Source: an optimization exercise on an open RTL-to-GDS flow (aim: small area and few clock cycles per item). Production flows keep margins and buffers that such runs may drop. The RTL was checked by simulation tests, not by an equivalence proof against the original design. Power is estimated from default activity; no workload was simulated.

===== flow/config.mk =====
export PLATFORM = sky130hd
export DESIGN_NAME = nice_core_top
export DESIGN_NICKNAME = nice_core_top
export VERILOG_FILES = /design/flow/design.v
export SDC_FILE = /design/flow/constraint.sdc
export NUM_CORES = 4
export LEC_CHECK = 0
export CAP_MARGIN = 20
export CORE_MARGIN = 2
export CORE_UTILIZATION = 40
export SLEW_MARGIN = 20

===== flow/constraint.sdc =====
create_clock -name core_clock -period 8.0 [get_ports {nice_clk}]
set_input_delay 1.6000 -clock core_clock [delete_from_list [all_inputs] [get_ports {nice_clk}]]
set_output_delay 1.6000 -clock core_clock [all_outputs]
set_load 0.01 [all_outputs]

===== flow/design.v =====
package nice_isa_pkg;
   localparam logic [6:0] opc_custom3_c = 7'b1111011;
   localparam logic [2:0] funct3_lbuf_c   = 3'b010;
   localparam logic [2:0] funct3_rowsum_c = 3'b110;
   localparam logic [6:0] funct7_lbuf_c   = 7'b0000001;
   localparam logic [6:0] funct7_sbuf_c   = 7'b0000010;
   localparam logic [6:0] funct7_rowsum_c = 7'b0000110;
   typedef enum logic [1:0] {
      op_lbuf    = 2'd0,
      op_sbuf    = 2'd1,
      op_rowsum  = 2'd2,
      op_illegal = 2'd3
   } nice_op_e;
   typedef struct packed {
      nice_op_e    op;
      logic [31:0] base;
   } nice_dec_t;
endpackage
package nice_bus_pkg;
   localparam int xlen_c = 32;
   localparam int word_bytes_c = 4;
   typedef struct packed {
      logic [xlen_c-1:0] inst;
      logic [xlen_c-1:0] rs1;
      logic [xlen_c-1:0] rs2;
   } nice_req_t;
   typedef struct packed {
      logic [xlen_c-1:0] rdat;
      logic              err;
   } nice_rsp_t;
   typedef struct packed {
      logic [xlen_c-1:0] addr;
      logic              read;
      logic [xlen_c-1:0] wdata;
   } mem_cmd_t;
   typedef struct packed {
      logic [xlen_c-1:0] rdata;
      logic              err;
   } mem_rsp_t;
endpackage
module nice_decode
(
   input  nice_bus_pkg::nice_req_t req,
   output nice_isa_pkg::nice_dec_t dec
);
   logic [6:0] opcode;
   logic [2:0] funct3;
   logic [6:0] funct7;
   assign opcode = req.inst[6:0];
   assign funct3 = req.inst[14:12];
   assign funct7 = req.inst[31:25];
   always_comb begin
      dec.base = req.rs1;
      dec.op   = nice_isa_pkg::op_illegal;
      if (opcode == nice_isa_pkg::opc_custom3_c) begin
         if ((funct3 == nice_isa_pkg::funct3_lbuf_c) && (funct7 == nice_isa_pkg::funct7_lbuf_c)) begin
            dec.op = nice_isa_pkg::op_lbuf;
         end
         else if ((funct3 == nice_isa_pkg::funct3_lbuf_c) && (funct7 == nice_isa_pkg::funct7_sbuf_c)) begin
            dec.op = nice_isa_pkg::op_sbuf;
         end
         else if ((funct3 == nice_isa_pkg::funct3_rowsum_c) && (funct7 == nice_isa_pkg::funct7_rowsum_c)) begin
            dec.op = nice_isa_pkg::op_rowsum;
         end
      end
   end
endmodule
module nice_row_buf
#(
   parameter  int ROW_WORDS = 5,
   localparam int IDX_W     = $clog2(ROW_WORDS)
) (
   input  logic              nice_clk,
   input  logic              reset,
   input  logic [IDX_W-1:0]  rd_idx,
   output logic [nice_bus_pkg::xlen_c-1:0] rd_data,
   input  logic              wr_en,
   input  logic              wr_acc,
   input  logic [IDX_W-1:0]  wr_idx,
   input  logic [nice_bus_pkg::xlen_c-1:0] wr_data
);
   logic [nice_bus_pkg::xlen_c-1:0] rows_r [ROW_WORDS];
   always_ff @(posedge nice_clk) begin
      if (reset) begin
         for (int i = 0; i < ROW_WORDS; i++) begin
            rows_r[i] <= '0;
         end
      end
      else if (wr_en) begin
         if (wr_acc) rows_r[wr_idx] <= rows_r[wr_idx] + wr_data;
         else rows_r[wr_idx] <= wr_data;
      end
   end
   always_comb begin
      if (int'(rd_idx) < ROW_WORDS) rd_data = rows_r[rd_idx];
      else rd_data = '0;
   end
endmodule
module nice_exec_ctrl
#(
   parameter  int ROW_WORDS = 5,
   localparam int IDX_W     = $clog2(ROW_WORDS),
   localparam int CNT_W     = $clog2(ROW_WORDS + 1)
) (
   input  logic              nice_clk,
   input  logic              reset,
   input  logic              req_valid,
   output logic              req_ready,
   input  nice_isa_pkg::nice_dec_t         dec,
   output logic              mem_cmd_valid,
   input  logic              mem_cmd_ready,
   output nice_bus_pkg::mem_cmd_t          mem_cmd,
   input  logic              mem_rsp_valid,
   input  nice_bus_pkg::mem_rsp_t          mem_rsp,
   output logic [IDX_W-1:0]  rd_idx,
   input  logic [nice_bus_pkg::xlen_c-1:0] rd_data,
   output logic              wr_en,
   output logic              wr_acc,
   output logic [IDX_W-1:0]  wr_idx,
   output logic [nice_bus_pkg::xlen_c-1:0] wr_data,
   output logic              word_strobe,
   output logic [nice_bus_pkg::xlen_c-1:0] word_data,
   output logic              word_err,
   output logic              word_first,
   output logic              word_last,
   output logic              finish,
   output nice_isa_pkg::nice_op_e          finish_op,
   input  logic              rsp_done
);
   typedef enum logic [2:0] {
      st_idle, st_lbuf, st_sbuf, st_rowsum, st_wait_rsp
   } state_e;
   state_e            state_r;
   state_e            state_nxt;
   logic [CNT_W-1:0]  cmd_cnt_r;
   logic [IDX_W-1:0]  rsp_cnt_r;
   logic [nice_bus_pkg::xlen_c-1:0] addr_r;
   logic              st_is_idle;
   logic              st_is_busy;
   logic              dec_legal;
   logic              req_hsk;
   logic              cmd_hsk;
   logic              rsp_hsk;
   logic              rsp_last;
   assign st_is_idle = (state_r == st_idle);
   assign st_is_busy = (state_r == st_lbuf) || (state_r == st_sbuf) || (state_r == st_rowsum);
   assign dec_legal  = (dec.op != nice_isa_pkg::op_illegal);
   assign req_ready = st_is_idle & (~dec_legal | mem_cmd_ready);
   assign req_hsk   = req_valid & req_ready;
   assign cmd_hsk   = mem_cmd_valid & mem_cmd_ready;
   assign rsp_hsk   = st_is_busy & mem_rsp_valid;
   assign rsp_last  = rsp_hsk & (rsp_cnt_r == IDX_W'(ROW_WORDS - 1));
   always_comb begin
      state_nxt = state_r;
      case (state_r)
         st_idle: begin
            if (req_hsk) begin
               case (dec.op)
                  nice_isa_pkg::op_lbuf:   state_nxt = st_lbuf;
                  nice_isa_pkg::op_sbuf:   state_nxt = st_sbuf;
                  nice_isa_pkg::op_rowsum: state_nxt = st_rowsum;
                  default:   state_nxt = st_wait_rsp;
               endcase
            end
         end
         st_lbuf, st_sbuf, st_rowsum: begin
            if (rsp_last) state_nxt = st_wait_rsp;
         end
         default: begin
            if (rsp_done) state_nxt = st_idle;
         end
      endcase
   end
   always_ff @(posedge nice_clk) begin
      if (reset) state_r <= st_idle;
      else state_r <= state_nxt;
   end
   always_ff @(posedge nice_clk) begin
      if (reset) begin
         cmd_cnt_r <= '0;
         rsp_cnt_r <= '0;
      end
      else begin
         if (req_hsk & dec_legal) cmd_cnt_r <= CNT_W'(1);
         else if (rsp_last) cmd_cnt_r <= '0;
         else if (cmd_hsk) cmd_cnt_r <= cmd_cnt_r + 1'b1;
         if (rsp_last) rsp_cnt_r <= '0;
         else if (rsp_hsk) rsp_cnt_r <= rsp_cnt_r + 1'b1;
      end
   end
   always_ff @(posedge nice_clk) begin
      if (cmd_hsk) addr_r <= mem_cmd.addr + nice_bus_pkg::xlen_c'(nice_bus_pkg::word_bytes_c);
   end
   assign mem_cmd_valid = st_is_idle ? (req_valid & dec_legal)
                                     : (st_is_busy & (cmd_cnt_r < CNT_W'(ROW_WORDS)));
   assign mem_cmd.addr  = st_is_idle ? dec.base : addr_r;
   assign mem_cmd.read  = st_is_idle ? (dec.op != nice_isa_pkg::op_sbuf) : (state_r != st_sbuf);
   assign rd_idx        = cmd_cnt_r[IDX_W-1:0];
   assign mem_cmd.wdata = mem_cmd.read ? '0 : rd_data;
   assign wr_en   = rsp_hsk & (state_r != st_sbuf);
   assign wr_acc  = (state_r == st_rowsum);
   assign wr_idx  = rsp_cnt_r;
   assign wr_data = mem_rsp.rdata;
   assign word_strobe = rsp_hsk;
   assign word_data   = mem_rsp.rdata;
   assign word_err    = mem_rsp.err;
   assign word_first  = (rsp_cnt_r == '0);
   assign word_last   = (rsp_cnt_r == IDX_W'(ROW_WORDS - 1));
   assign finish = (req_hsk & ~dec_legal) | (rsp_last & (state_r != st_rowsum));
   always_comb begin
      case (state_r)
         st_lbuf: finish_op = nice_isa_pkg::op_lbuf;
         st_sbuf: finish_op = nice_isa_pkg::op_sbuf;
         default: finish_op = nice_isa_pkg::op_illegal;
      endcase
   end
endmodule
module nice_result
(
   input  logic              nice_clk,
   input  logic              reset,
   input  logic              word_strobe,
   input  logic [nice_bus_pkg::xlen_c-1:0] word_data,
   input  logic              word_err,
   input  logic              word_first,
   input  logic              word_last,
   input  logic              finish,
   input  nice_isa_pkg::nice_op_e          finish_op,
   output logic              rsp_valid,
   input  logic              rsp_ready,
   output nice_bus_pkg::nice_rsp_t         rsp,
   output logic              rsp_done
);
   logic              rcv_valid_r;
   logic              rcv_first_r;
   logic              rcv_last_r;
   logic [nice_bus_pkg::xlen_c-1:0] rcv_data_r;
   logic [nice_bus_pkg::xlen_c-1:0] acc_r;
   logic [nice_bus_pkg::xlen_c-1:0] acc_nxt;
   logic              err_r;
   logic              err_now;
   logic              rcv_fin;
   always_ff @(posedge nice_clk) begin
      if (reset) begin
         rcv_valid_r <= 1'b0;
         rcv_first_r <= 1'b0;
         rcv_last_r  <= 1'b0;
      end
      else begin
         rcv_valid_r <= word_strobe;
         rcv_first_r <= word_first;
         rcv_last_r  <= word_last & ~finish;
      end
   end
   always_ff @(posedge nice_clk) begin
      if (word_strobe) rcv_data_r <= word_data;
   end
   assign acc_nxt = rcv_first_r ? rcv_data_r : (acc_r + rcv_data_r);
   assign rcv_fin = rcv_valid_r & rcv_last_r;
   always_ff @(posedge nice_clk) begin
      if (rcv_valid_r) acc_r <= acc_nxt;
   end
   assign err_now = word_strobe & (word_first ? word_err : (err_r | word_err))
                    | ~word_strobe & err_r;
   always_ff @(posedge nice_clk) begin
      if (reset) err_r <= 1'b0;
      else if (word_strobe) err_r <= word_first ? word_err : (err_r | word_err);
   end
   assign rsp_done = rsp_valid & rsp_ready;
   always_ff @(posedge nice_clk) begin
      if (reset) rsp_valid <= 1'b0;
      else if (finish | rcv_fin) rsp_valid <= 1'b1;
      else if (rsp_done) rsp_valid <= 1'b0;
   end
   always_ff @(posedge nice_clk) begin
      if (finish) begin
         rsp.rdat <= '0;
         rsp.err  <= (finish_op == nice_isa_pkg::op_illegal) | err_now;
      end
      else if (rcv_fin) begin
         rsp.rdat <= acc_nxt;
         rsp.err  <= err_r;
      end
   end
endmodule
module nice_core
#(
   parameter int ROW_WORDS = 5
) (
   input  logic      nice_clk,
   input  logic      reset,
   input  logic      req_valid,
   output logic      req_ready,
   input  nice_bus_pkg::nice_req_t req,
   output logic      rsp_valid,
   input  logic      rsp_ready,
   output nice_bus_pkg::nice_rsp_t rsp,
   output logic      mem_cmd_valid,
   input  logic      mem_cmd_ready,
   output nice_bus_pkg::mem_cmd_t  mem_cmd,
   input  logic      mem_rsp_valid,
   input  nice_bus_pkg::mem_rsp_t  mem_rsp
);
   localparam int IDX_W = $clog2(ROW_WORDS);
   nice_isa_pkg::nice_dec_t         dec;
   logic [IDX_W-1:0]  rd_idx;
   logic [nice_bus_pkg::xlen_c-1:0] rd_data;
   logic              wr_en;
   logic              wr_acc;
   logic [IDX_W-1:0]  wr_idx;
   logic [nice_bus_pkg::xlen_c-1:0] wr_data;
   logic              word_strobe;
   logic [nice_bus_pkg::xlen_c-1:0] word_data;
   logic              word_err;
   logic              word_first;
   logic              word_last;
   logic              finish;
   nice_isa_pkg::nice_op_e          finish_op;
   logic              rsp_done;
   nice_decode u_decode (.req(req), .dec(dec));
   nice_exec_ctrl #(.ROW_WORDS(ROW_WORDS)) u_exec_ctrl (
      .nice_clk, .reset, .req_valid, .req_ready, .dec,
      .mem_cmd_valid, .mem_cmd_ready, .mem_cmd, .mem_rsp_valid, .mem_rsp,
      .rd_idx, .rd_data, .wr_en, .wr_acc, .wr_idx, .wr_data,
      .word_strobe, .word_data, .word_err, .word_first, .word_last,
      .finish, .finish_op, .rsp_done
   );
   nice_row_buf #(.ROW_WORDS(ROW_WORDS)) u_row_buf (
      .nice_clk, .reset, .rd_idx, .rd_data, .wr_en, .wr_acc, .wr_idx, .wr_data
   );
   nice_result u_result (
      .nice_clk, .reset, .word_strobe, .word_data, .word_err, .word_first,
      .word_last, .finish, .finish_op, .rsp_valid, .rsp_ready, .rsp, .rsp_done
   );
endmodule
module nice_core_top (
   input  logic        nice_clk,
   input  logic        reset,
   input  logic        req_valid,
   output logic        req_ready,
   input  logic [31:0] req_inst,
   input  logic [31:0] req_rs1,
   input  logic [31:0] req_rs2,
   output logic        rsp_valid,
   input  logic        rsp_ready,
   output logic [31:0] rsp_rdat,
   output logic        rsp_err,
   output logic        mem_cmd_valid,
   input  logic        mem_cmd_ready,
   output logic [31:0] mem_cmd_addr,
   output logic        mem_cmd_read,
   output logic [31:0] mem_cmd_wdata,
   input  logic        mem_rsp_valid,
   input  logic [31:0] mem_rsp_rdata,
   input  logic        mem_rsp_err
);
   nice_bus_pkg::nice_req_t req;
   nice_bus_pkg::nice_rsp_t rsp;
   nice_bus_pkg::mem_cmd_t  mem_cmd;
   nice_bus_pkg::mem_rsp_t  mem_rsp;
   assign req.inst      = req_inst;
   assign req.rs1       = req_rs1;
   assign req.rs2       = req_rs2;
   assign rsp_rdat      = rsp.rdat;
   assign rsp_err       = rsp.err;
   assign mem_cmd_addr  = mem_cmd.addr;
   assign mem_cmd_read  = mem_cmd.read;
   assign mem_cmd_wdata = mem_cmd.wdata;
   assign mem_rsp.rdata = mem_rsp_rdata;
   assign mem_rsp.err   = mem_rsp_err;
   nice_core #(.ROW_WORDS(5)) u_nice_core (
      .nice_clk, .reset, .req_valid, .req_ready, .req, .rsp_valid, .rsp_ready, .rsp,
      .mem_cmd_valid, .mem_cmd_ready, .mem_cmd, .mem_rsp_valid, .mem_rsp
   );
endmodule

===== flow/run.sh =====
#!/bin/bash
# synth_recipe.tcl (not shown) runs the flow's synth.tcl, then flattens the netlist and writes it again
# the make line also repeats each setting of config.mk as NAME=value (left out here)
make -C /OpenROAD-flow-scripts/flow DESIGN_CONFIG=/design/flow/config.mk WORK_HOME=/design/flow/orfs CLKGATE_MAP_FILE= SYNTH_SCRIPT=/design/flow/synth_recipe.tcl finish

==> results.cfg <==
[setup_path]
start_kind = input port
critPathRequiredTime_ns = 6.40
path_cells = clkdlybuf4s50_1, nor4bb_1, nand2_1, nor3_1, nand2_1, ha_1, o21ai_0, nand2b_1, buf_4, nor2_1, clkdlybuf4s50_1
crit_buf_inv = 3
critPathKind = in2out
worstPathArrival_ns = 4.64
slowest_stage = clkdlybuf4s50_1
cp-end-kind = output port
crit_family = buffers and inverters
cpPeakStageDelay_ns = 0.50
worstPathMaxFanout = 32

[routing]
route.detailed.drc = 0
wl_per_cell_microns = 22.18
wl_mm = 61.40
initialDrtViolationCount = 1362
viasPerCell = 5.663
vias = 15680
dr.pass1.iters = 5
antenna_left = 0

[cts]
htree_levels = 2
clock_latency_ns = 0.58
cts_buffers = 47
holdBufCountCts = 0
postCtsResizedCells = 0
clkTransAtPathRegs_ns = 0.06
cts_buffer_depth = 3
cts_sinks = 402
cts_tree = done
cts_root_buffer = clkbuf_16
cts_setup_buffers = 0

[sta]
grt_setup_unrepaired = no
setup_viol = 0
clock_skew_ns = 0.02093
setup_ws_ns = 1.762
worst_pin_slew_ns = 1.062
finalCritPeriodShare_pct = 77.97
hold_viol = 0
hold_ws_ns = 0.4731
max_slew_margin_pct = 29.04
fin_setup_tns_ns = 0
fmax_mhz = 160.3
period_minus_slack_ns = 6.238
slew_viol_final = 0

[grt]
grt_pass1_wl_mm = 92.89
grt.total_usage_pct = 21.27
antenna_found_initial = 1
grt_pass1_vias = 15700
grt_overflow_total = 0
grt_max_degree = 67

[pwr]
seqPwrFrac_pct = 48.4
ir_worst_vdd_uv = 138.7
swShare_pct = 24.15
p_switching_mw = 1.170
clkPwrFrac_pct = 41.4
leakagePower_nw = 9.382
combPwrFrac_pct = 10.2
total_power_mw = 4.843
p_int_mw = 3.673
power_density_nw_per_um2 = 182.8

[placed_design]
globalplace.congestion = 0.9034
hpwl_mm = 40.47
dp_cells = 2680
dpl-instance-area_sq_um = 25040
io_buffers = 188
pre_cts_slack_ns = 1.740

[synthesis]
yosys_warnings = 4
synth_nets = 2030
ys.flop_type = edfxtp_1
netlist_area_sq_um = 22410
ys_seq_elements = 402
synth_top_area_share_pct = 47.30
yosysSeqAreaShare_pct = 51.67
synth_top_area_cell = edfxtp_1
synthArstFlopShare_pct = 0
avgSynthCellArea_sq_um = 12.29
synth_cells = 1824
synth_edf_count = 353
synth_cell_types = 84
synth_area_leaders = edfxtp_1 (47%), mux4_2 (13%), dfxtp_1 (4.4%)

[job]
max_cap_violations = 0

[outcome]
status = no timing/DRC/antenna violations

[floorplanning]
ios = 236
die_area_sq_um = 57940
core.rowCount = 86
die_h_microns = 240.7
die_x_microns = 240.7
coreArea_sq_um = 55200
initial_core_util_pct = 40.60

[layout]
syn2layout_area_growth_pct = 18.24
drive_gt1_share_pct = 15.11
finalNetCount = 2188
post-route-util_pct = 48.01
finalInstanceArea_sq_um = 26500
final_cell_count_no_fill = 2768

[hold_path]
hold_class = reg2reg
==> cell usage in the layout, fill, tap and decap left out, types with 48 or more instances in the layout <==
cell / count
nand2_1: 157
edfxtp_1: 353
xnor2_1: 55
clkbuf_16: 48
nor2_1: 232
mux2i_1: 72
clkdlybuf4s50_1: 188
a21oi_1: 97
ha_1: 69
inv_1: 68
o21ai_0: 65
mux4_2: 128
==> state kept, by name, summed over array words and instances (netlist names), named ones only <==
name / count
u_nice_core.u_row_buf.rows_r: 256
u_nice_core.u_result.rsp: 33
u_nice_core.u_result.rsp_valid: 1
u_nice_core.u_result.rcv_last_r: 1
u_nice_core.u_result.rcv_data_r: 32
u_nice_core.u_exec_ctrl.state_r: 3
u_nice_core.u_exec_ctrl.addr_r: 32
u_nice_core.u_exec_ctrl.cmd_cnt_r: 3
u_nice_core.u_exec_ctrl.rsp_cnt_r: 3
u_nice_core.u_result.rcv_valid_r: 1
u_nice_core.u_result.acc_r: 32
u_nice_core.u_result.rcv_first_r: 1
u_nice_core.u_result.err_r: 1
==> layer usage <==
metal | vias to the layer above | global-route usage [%] | part of all wire, %
met5 | - | 0 | 0
met4 | 0 | 5.797 | 2.4
met3 | 97 | 3.054 | 5.6
met2 | 458 | 35.65 | 48
met1 | 7908 | 28.95 | 44
li1 | 7213 | - | -
==> power by group through the flow <==
stage | logic [mW] | clock network, mW | registers [mW]
after global routing | 0.539 | 2.12 | 2.35
after global placement | 0.481 | 0 | 2.39
after CTS | 0.491 | 2.05 | 2.35
after floorplan | 0.300 | 0 | 2.38
after detailed placement | 0.488 | 0 | 2.39
final | 0.493 | 2.01 | 2.34
==> cells by family (layout without fill, tap and decap cells) <==
logic type / count (synthesis) / count (layout) / synth area share (%)
XOR/XNOR: 81 / 81 / 3.165
multiplexers: 235 / 235 / 17.90
adder cells (fa/ha/maj): 71 / 71 / 4.031
buffers and inverters: 173 / 368 / 3.098
flip-flops: 402 / 402 / 51.67
other: 0 / 1 / 0
AO/OA/AOI/OAI: 305 / 305 / 8.776
AND/OR/NAND/NOR: 557 / 557 / 11.35
==> worst register-to-register path, cell delays in order (launching register included) <==
cell	delay (ns)
dfxtp_4	1.00
mux4_2	0.62
mux2_2	0.28
ha_1	0.21
fa_1	0.44
a21oi_1	0.24
o21ai_1	0.17
o21ai_1	0.39
and3_1	0.31
o31ai_1	0.18
a2111oi_0	0.50
o31a_1	0.34
inv_1	0.10
==> cells in the mapped netlist (23+ instances only) <==
| master | instances |
|---|---|
| a21o_1 | 23 |
| a21oi_1 | 98 |
| a22o_1 | 25 |
| buf_1 | 23 |
| clkbuf_1 | 70 |
| dfxtp_1 | 49 |
| edfxtp_1 | 353 |
| ha_1 | 69 |
| inv_1 | 68 |
| mux2_2 | 33 |
| mux2i_1 | 72 |
| mux4_2 | 128 |
| nand2_1 | 158 |
| nand3_1 | 35 |
| nor2_1 | 235 |
| nor3_1 | 25 |
| o21ai_0 | 65 |
| xnor2_1 | 55 |
| xor2_1 | 26 |
==> final timing paths <==
check / end / cells after the start / slack (ns) / startpoint
worst min register to register: u_nice_core.u_result.rsp[20] / 1 / 0.47 / u_nice_core.u_result.rsp[20]
worst max-delay path: mem_cmd_wdata[0] / 11 / 1.76 / req_inst[13]
worst min-delay path: u_nice_core.u_result.rsp[20] / 1 / 0.47 / u_nice_core.u_result.rsp[20]
worst max register to register: u_nice_core.u_row_buf.rows_r[6][26] / 12 / 2.96 / flop
==> cell type report <==
cell class,instances,area [sq um]
Fill cell,4905,28700
Sequential cell,402,11590
Multi-Input combinational cell,1249,10200
Timing Repair Buffer,214,2090
Clock buffer,66,1309
Tap cell,748,935.9
Inverter,68,255.2
Clock inverter,20,116.4
Antenna cell,1,2.502
Testbench counts, summed over its fixed seeds: cycles 112,296, insts 8,000.

what the ideal ports hide:
How much do the figures lean on ideal ports? The routed layout below was timed once more, with nothing changed but the port constraints. Step 1 sets driving cells, clkbuf_16 on the clock port and buf_2 on the other inputs (assumed; they add their load-dependent delay and slew). Step 2 moves the port delays by t, midway between the first and last clock arrival at a register: inputs arrive t later, outputs are due t later. That takes back most of the time a late clock gives input paths. a / b / c = no drivers / after step 1 / after step 2; a / b = the first two.
t (ns): 0.633
setup WS [ns]: 1.762 / 1.728 / 1.728
worst setup path after step 2: input to output
latest minus earliest clock arrival (ns): 0.021 / 0.021
After both steps this run still meets setup and hold. For this run, drivers alone change the setup slack by -0.034 ns; drivers and shift together by -0.034 ns.
